What follows belongs to an exercise in optimizing a design on an open flow for small area, a short achievable clock period and few clock cycles per item; a production flow would make more cautious choices. The RTL was checked by simulation tests, not by an equivalence proof against the original design. Power and IR drop assume default switching activity.

[flow/run.sh]
#!/bin/bash
# synth_recipe.tcl (not shown) runs the flow's synth.tcl, then flattens the netlist and writes it again
# the make line also repeats each setting of config.mk as NAME=value (left out here)
make -C /OpenROAD-flow-scripts/flow DESIGN_CONFIG=/design/flow/config.mk WORK_HOME=/design/flow/orfs CLKGATE_MAP_FILE= SYNTH_SCRIPT=/design/flow/synth_recipe.tcl finish
[flow/config.mk]
export PLATFORM = sky130hd
export DESIGN_NAME = mx_block_sequencer
export DESIGN_NICKNAME = mx_block_sequencer
export VERILOG_FILES = /design/flow/design.v
export SDC_FILE = /design/flow/constraint.sdc
export NUM_CORES = 4
export LEC_CHECK = 0
export CAP_MARGIN = 20
export CORE_MARGIN = 2
export CORE_UTILIZATION = 30
export PLACE_DENSITY = 0.5
export SLEW_MARGIN = 20
[flow/constraint.sdc]
create_clock -name core_clock -period 5.0 [get_ports {clk}]
set_input_delay 1.0000 -clock core_clock [delete_from_list [all_inputs] [get_ports {clk}]]
set_output_delay 1.0000 -clock core_clock [all_outputs]
set_load 0.01 [all_outputs]
[flow/design.v]
module mx_block_sequencer #(
  parameter int BLOCK_SIZE = 32,
  parameter int DATA_W     = 32,
  parameter int EXP_W      = 8
) (
  input  logic                          clk,
  input  logic                          rst,
  input  logic                          in_valid,
  output logic                          in_ready,
  input  logic [DATA_W-1:0]             in_data,
  input  logic                          flush,
  output logic                          out_valid,
  input  logic                          out_ready,
  output logic [DATA_W-1:0]             out_data,
  output logic [EXP_W-1:0]              out_scale,
  output logic                          out_last,
  output logic [$clog2(BLOCK_SIZE)-1:0] out_idx
);
  localparam int IDX_W = $clog2(BLOCK_SIZE);
  localparam int NS    = BLOCK_SIZE + 1;
  localparam int SW    = $clog2(NS);
  localparam int LEN_W = IDX_W + 1;
  function automatic logic [SW-1:0] sinc(input logic [SW-1:0] x);
    if (x == SW'(NS - 1)) sinc = '0;
    else sinc = x + SW'(1);
  endfunction
  function automatic logic [SW-1:0] sdec(input logic [SW-1:0] x);
    if (x == '0) sdec = SW'(NS - 1);
    else sdec = x - SW'(1);
  endfunction
  logic [NS-1:0][DATA_W-1:0] ring_q;
  logic [NS-1:0]             occ_q, occ_d;
  logic [SW-1:0]             ph_q, ph_d, ph1;
  logic [IDX_W-1:0] c_cnt_q, c_cnt_d;
  logic [EXP_W-1:0] c_max_q, c_max_d;
  logic [SW-1:0]    c_ws_q, c_ws_d, c_base_q, c_base_d;
  logic             p_vld_q, p_vld_d, p2_vld_q, p2_vld_d;
  logic [LEN_W-1:0] p_len_q, p_len_d;
  logic [EXP_W-1:0] p_scale_q, p_scale_d, p2_scale_q, p2_scale_d;
  logic [LEN_W-1:0] e_len_q, e_len_d;
  logic [SW-1:0]    e_base_q, e_base_d, e_rs_q, e_rs_d;
  logic              ov_q, ov_d, olast_q, olast_d;
  logic [DATA_W-1:0] od_q, od_d;
  logic [EXP_W-1:0]  os_q, os_d;
  logic [IDX_W-1:0]  oi_q, oi_d, nb;
  logic              ir_q, ir_d;
  logic             acc, ftk, close, hfree, real_b, load, rd, start;
  logic [EXP_W-1:0] e_in, new_max;
  logic [LEN_W-1:0] close_len;
  assign in_ready  = ir_q;
  assign out_valid = ov_q;
  assign out_data  = od_q;
  assign out_scale = os_q;
  assign out_last  = olast_q;
  assign out_idx   = oi_q;
  assign ph1 = sinc(ph_q);
  assign ph_d = sinc(ph_q);
  assign acc       = in_valid & ir_q;
  assign ftk       = flush & ir_q;
  assign e_in      = in_data[DATA_W-2 -: EXP_W];
  assign new_max   = (acc && e_in > c_max_q) ? e_in : c_max_q;
  assign close_len = {1'b0, c_cnt_q} + LEN_W'(acc);
  assign close     = (acc && c_cnt_q == IDX_W'(BLOCK_SIZE - 1)) || (ftk && close_len != '0);
  assign hfree  = ~ov_q | out_ready;
  assign nb     = oi_q + IDX_W'(1);
  assign real_b = {1'b0, nb} < e_len_q;
  always_comb begin
    if (oi_q == IDX_W'(BLOCK_SIZE - 1)) begin
      load  = hfree & p_vld_q & (sdec(e_base_q) == ph1);
      rd    = load;
      start = load;
    end else begin
      load  = hfree & (~real_b | (e_rs_q == ph1));
      rd    = load & real_b;
      start = 1'b0;
    end
  end
  always_comb begin
    c_cnt_d  = c_cnt_q;
    c_max_d  = c_max_q;
    c_ws_d   = c_ws_q;
    c_base_d = c_base_q;
    if (close) begin
      c_cnt_d  = '0;
      c_max_d  = EXP_W'(1);
      c_base_d = sdec(c_base_q);
      c_ws_d   = sdec(c_base_q);
    end else if (acc) begin
      c_cnt_d = c_cnt_q + IDX_W'(1);
      c_max_d = new_max;
      c_ws_d  = sinc(c_ws_q);
    end
    p_vld_d    = p_vld_q;
    p_len_d    = p_len_q;
    p_scale_d  = p_scale_q;
    p2_vld_d   = p2_vld_q;
    p2_scale_d = p2_scale_q;
    if (start) begin
      if (p2_vld_q) begin
        p_vld_d   = 1'b1;
        p_len_d   = LEN_W'(1);
        p_scale_d = p2_scale_q;
        p2_vld_d  = 1'b0;
      end else if (close) begin
        p_vld_d   = 1'b1;
        p_len_d   = close_len;
        p_scale_d = new_max;
      end else begin
        p_vld_d = 1'b0;
      end
    end else if (close) begin
      if (p_vld_q) begin
        p2_vld_d   = 1'b1;
        p2_scale_d = new_max;
      end else begin
        p_vld_d   = 1'b1;
        p_len_d   = close_len;
        p_scale_d = new_max;
      end
    end
    e_len_d  = e_len_q;
    e_base_d = e_base_q;
    e_rs_d   = e_rs_q;
    ov_d     = ov_q & ~out_ready;
    od_d     = od_q;
    os_d     = os_q;
    oi_d     = oi_q;
    olast_d  = olast_q;
    if (load) begin
      ov_d    = 1'b1;
      od_d    = rd ? ring_q[1] : '0;
      oi_d    = nb;
      olast_d = nb == IDX_W'(BLOCK_SIZE - 1);
    end
    if (start) begin
      os_d     = p_scale_q;
      e_len_d  = p_len_q;
      e_base_d = sdec(e_base_q);
      e_rs_d   = e_base_q;
    end else if (rd) begin
      e_rs_d = sinc(e_rs_q);
    end
    occ_d = {occ_q[0] | acc, occ_q[NS-1:2], occ_q[1] & ~rd};
    ir_d = ~p2_vld_d & (c_ws_d == ph_d) & ~(occ_q[1] & ~rd);
  end
  always_ff @(posedge clk) begin
    for (int i = 0; i < NS - 1; i++)
      ring_q[i] <= ring_q[i+1];
    ring_q[NS-1] <= ir_q ? in_data : ring_q[0];
    if (rst) begin
      occ_q      <= '0;
      ph_q       <= SW'(NS - 1);
      c_cnt_q    <= '0;
      c_max_q    <= EXP_W'(1);
      c_ws_q     <= '0;
      c_base_q   <= '0;
      p_vld_q    <= 1'b0;
      p_len_q    <= '0;
      p_scale_q  <= '0;
      p2_vld_q   <= 1'b0;
      p2_scale_q <= '0;
      e_len_q    <= '0;
      e_base_q   <= SW'(1);
      e_rs_q     <= '0;
      ov_q       <= 1'b0;
      od_q       <= '0;
      os_q       <= '0;
      oi_q       <= IDX_W'(BLOCK_SIZE - 1);
      olast_q    <= 1'b0;
      ir_q       <= 1'b0;
    end else begin
      occ_q      <= occ_d;
      ph_q       <= ph_d;
      c_cnt_q    <= c_cnt_d;
      c_max_q    <= c_max_d;
      c_ws_q     <= c_ws_d;
      c_base_q   <= c_base_d;
      p_vld_q    <= p_vld_d;
      p_len_q    <= p_len_d;
      p_scale_q  <= p_scale_d;
      p2_vld_q   <= p2_vld_d;
      p2_scale_q <= p2_scale_d;
      e_len_q    <= e_len_d;
      e_base_q   <= e_base_d;
      e_rs_q     <= e_rs_d;
      ov_q       <= ov_d;
      od_q       <= od_d;
      os_q       <= os_d;
      oi_q       <= oi_d;
      olast_q    <= olast_d;
      ir_q       <= ir_d;
    end
  end
endmodule
==> results.cfg <==
[routing]
first_pass_iters = 4
drcViolationCount = 0
wire_per_inst_um = 12.6
vias = 12700
ant_nets = 0
drt-total-wl_um = 42400
drt_iter0_drc = 583
viasPerCell = 3.77

[layout]
finalNetCount = 2072
final_common_cell = dfxtp_1
seq_area_um2 = 24200
syn_to_final_growth_pct = 22.4
drive_above_1_share_pct = 12.9
n_antenna_cell = 0
fillers = 8862
multiInputGateArea_um2 = 3750
layout_common_cells = dfxtp_1, clkbuf_16, nor2_1

[worst_setup_path]
worstSetupStartpointType = flop
critical_path_class = flop to flop
worstPathRequired_ns = 5.58
path_max_fanout = 32
end_kind = flop
arrival_ns = 4.57

[logic_synthesis]
ys.flop_type = dfxtp_1
netlist_area_um2 = 28400
ys_seq_area_share_pct = 85.4
synthArstFlopShare_pct = 0
syn_area_per_cell_um2 = 15.4
synth_edf_count = 0
postSynthNetCount = 1910
synth-seq-cells = 1210
synth.distinct_cells = 64
synthCells = 1845
yosysWarnings = 1

[placed_design]
pre_cts_ws_ns = 0.666
gp_congestion = 0.737
port_buffers = 84
hpwl_um = 23200

[timing]
min_period_ns = 3.99
skew_ns = 0.0379
rsz0062_at_grt = no
drv_slew = 0
min_period_over_period_pct = 79.8
setup_ws_ns = 1.01
fmax_mhz = 251
finalHoldViolations = 0
setup_tns_ns = 0
worst_pin_slew_ns = 0.870
relSlewSlack_pct = 42.0
setup_viol = 0

[global_routing]
grtUsageTotal_pct = 8.89
grt_max_degree = 73
grt_pass1_vias = 13000
antenna_found_initial = 2
grt_first_pass_wirelength_um = 69600
gr-total-overflow = 0

[cts]
htreeDepth = 3
cts_buffers = 116
cts_resized = 0
clock_latency_ns = 0.69
cts_tree = yes
hold_buffers = 0
cts_sinks = 1210
root_buffer = clkbuf_16
clk_pin_slew_worst_paths_ns = 0.06
postCtsSetupBuffers = 0
clk_path_buf_depth = 3

[die]
dieWidth_um = 311
fp-row-count = 112
start_util_pct = 30.3
ios = 85
dieArea_um2 = 97000
die_h_um = 311
core-area_um2 = 93500

[min_path]
hold_path_class = flop to flop

[run]
maxCapViolations = 0

[pwr]
leakagePower_nw = 13.6
vdd_drop_max_mv = 0.343
powerDensity_nw_per_um2 = 659

[outcome]
status = finished clean
==> final cells by class <==
type / count / share of cell area [%]
multi-input combinational: 537 / 10.8
inverter: 49 / 0.530
clock inverter: 51 / 2.07
timing repair buffer: 93 / 2.64
sequential: 1210 / 69.7
tap: 1254 / 4.52
clock buffer: 165 / 9.69
==> sequential cells by signal, summed over array words and instances, names as in the netlist <==
signal and count:
ov_q 1, od_q 32, p_len_q 6, p_scale_q 8, c_ws_q 6, oi_q 5
c_cnt_q 5, e_len_q 6, p_vld_q 1, ir_q 1, p2_scale_q 8, e_base_q 6
c_max_q 8, e_rs_q 6, ring_q 1056, olast_q 1, ph_q 6, p2_vld_q 1
os_q 8, c_base_q 6, occ_q 33
==> report_power, final <==
group	internal (mW)	switching [mW]
logic	0.479	0.782
registers	12.1	0.600
clock network	5.34	3.61
total	17.9	4.99
==> cells by family (layout without fill, tap and decap cells) <==
group,after synthesis,in the layout,synth area share [%]
multiplexers,61,61,2.33
flip-flops,1210,1210,85.4
adder cells (fa/ha/maj),28,28,1.24
AND/OR/NAND/NOR,269,269,4.66
buffers and inverters,98,358,1.45
AO/OA/AOI/OAI,136,136,3.60
XOR/XNOR,43,43,1.33
==> path summary, 6_finish.rpt <==
path	from	endpoint	cells after the start	slack [ns]
setup reg to reg	e_base_q[0]	p_scale_q[4]	10	1.01
hold reg to reg	ring_q[161]	ring_q[129]	0	0.30
hold / removal	ring_q[161]	ring_q[129]	0	0.30
setup / recovery	e_base_q[0]	p_scale_q[4]	10	1.01
==> cell usage after synthesis, drive strengths merged, types with 17 or more instances <==
cell    count  area, um^2
buf        21         121
mux2i      21         210
inv        49         184
mux2       40         450
xor2       17         149
a22oi      32         240
clkbuf     28         105
ha         28         350
nand2      53         199
a21oi      35         186
dfxtp    1210       24200
nor2b      37         231
xnor2      26         228
nor3       18        95.1
nor2      100         383
a211oi     17         138
==> per-stage QoR <==
step | util [%] | hold slack [ns] | area, um^2 | total power, mW | std cells
3_5_place_dp | 32.8 | 0.312 | 30600 | 14.2 | 3143
6_report | 37.2 | 0.299 | 34700 | 22.9 | 3359
5_1_grt | 37.2 | 0.303 | 34700 | 24.0 | 3359
3_3_place_gp | 32.8 | 0.310 | 30600 | 14.2 | 3143
2_1_floorplan | - | 0.310 | 28400 | 13.4 | 1845
4_1_cts | 37.2 | 0.299 | 34700 | 23.3 | 3359
==> worst max-delay path, stage by stage, from the launching register on <==
cell and delay (ns):
dfxtp_1 0.37, inv_1 0.13, ha_1 0.27, or4b_4 0.51, o22ai_1 0.19, xnor2_1 0.18
nand3_1 0.20, or4_4 0.68, a21oi_4 0.68, mux2_2 0.42, o32ai_1 0.26
==> layer usage <==
layer | wire, um | track usage (%) | vias to the layer above
li1 | - | - | 6334
met1 | 21300 | 12.1 | 5997
met2 | 17300 | 12.6 | 241
met3 | 2310 | 2.78 | 105
met4 | 1500 | 4.67 | 2
met5 | 13 | 0 | -
Testbench counts, summed over its fixed seeds: cycles 16,656, items 16,384.

-- separate check: timing with driven ports --
How much do the figures lean on ideal ports? The routed layout below was timed once more, with nothing changed but the port constraints. Step 1 assumes that a clkbuf_16 drives the clock port and a buf_2 every other input. Step 2, shift: input delay + t, output delay - t, t = (earliest + latest rising clock arrival at the registers) / 2. This alone moves slack from input paths to output paths. a / b / c = ideal ports / drivers / drivers and shift; a / b = the first two.
t (ns): 0.735
slack for setup (ns): 1.010 / 1.010 / 0.565
hold WS [ns]: 0.299 / 0.299 / 0.299
latest minus earliest clock arrival (ns): 0.045 / 0.044
worst register clock-pin slew, ns: 0.06 / 0.06
After both steps setup and hold are still met in this run. The setup slack of this run moves by 0.000 ns with the drivers and by -0.445 ns with both steps.
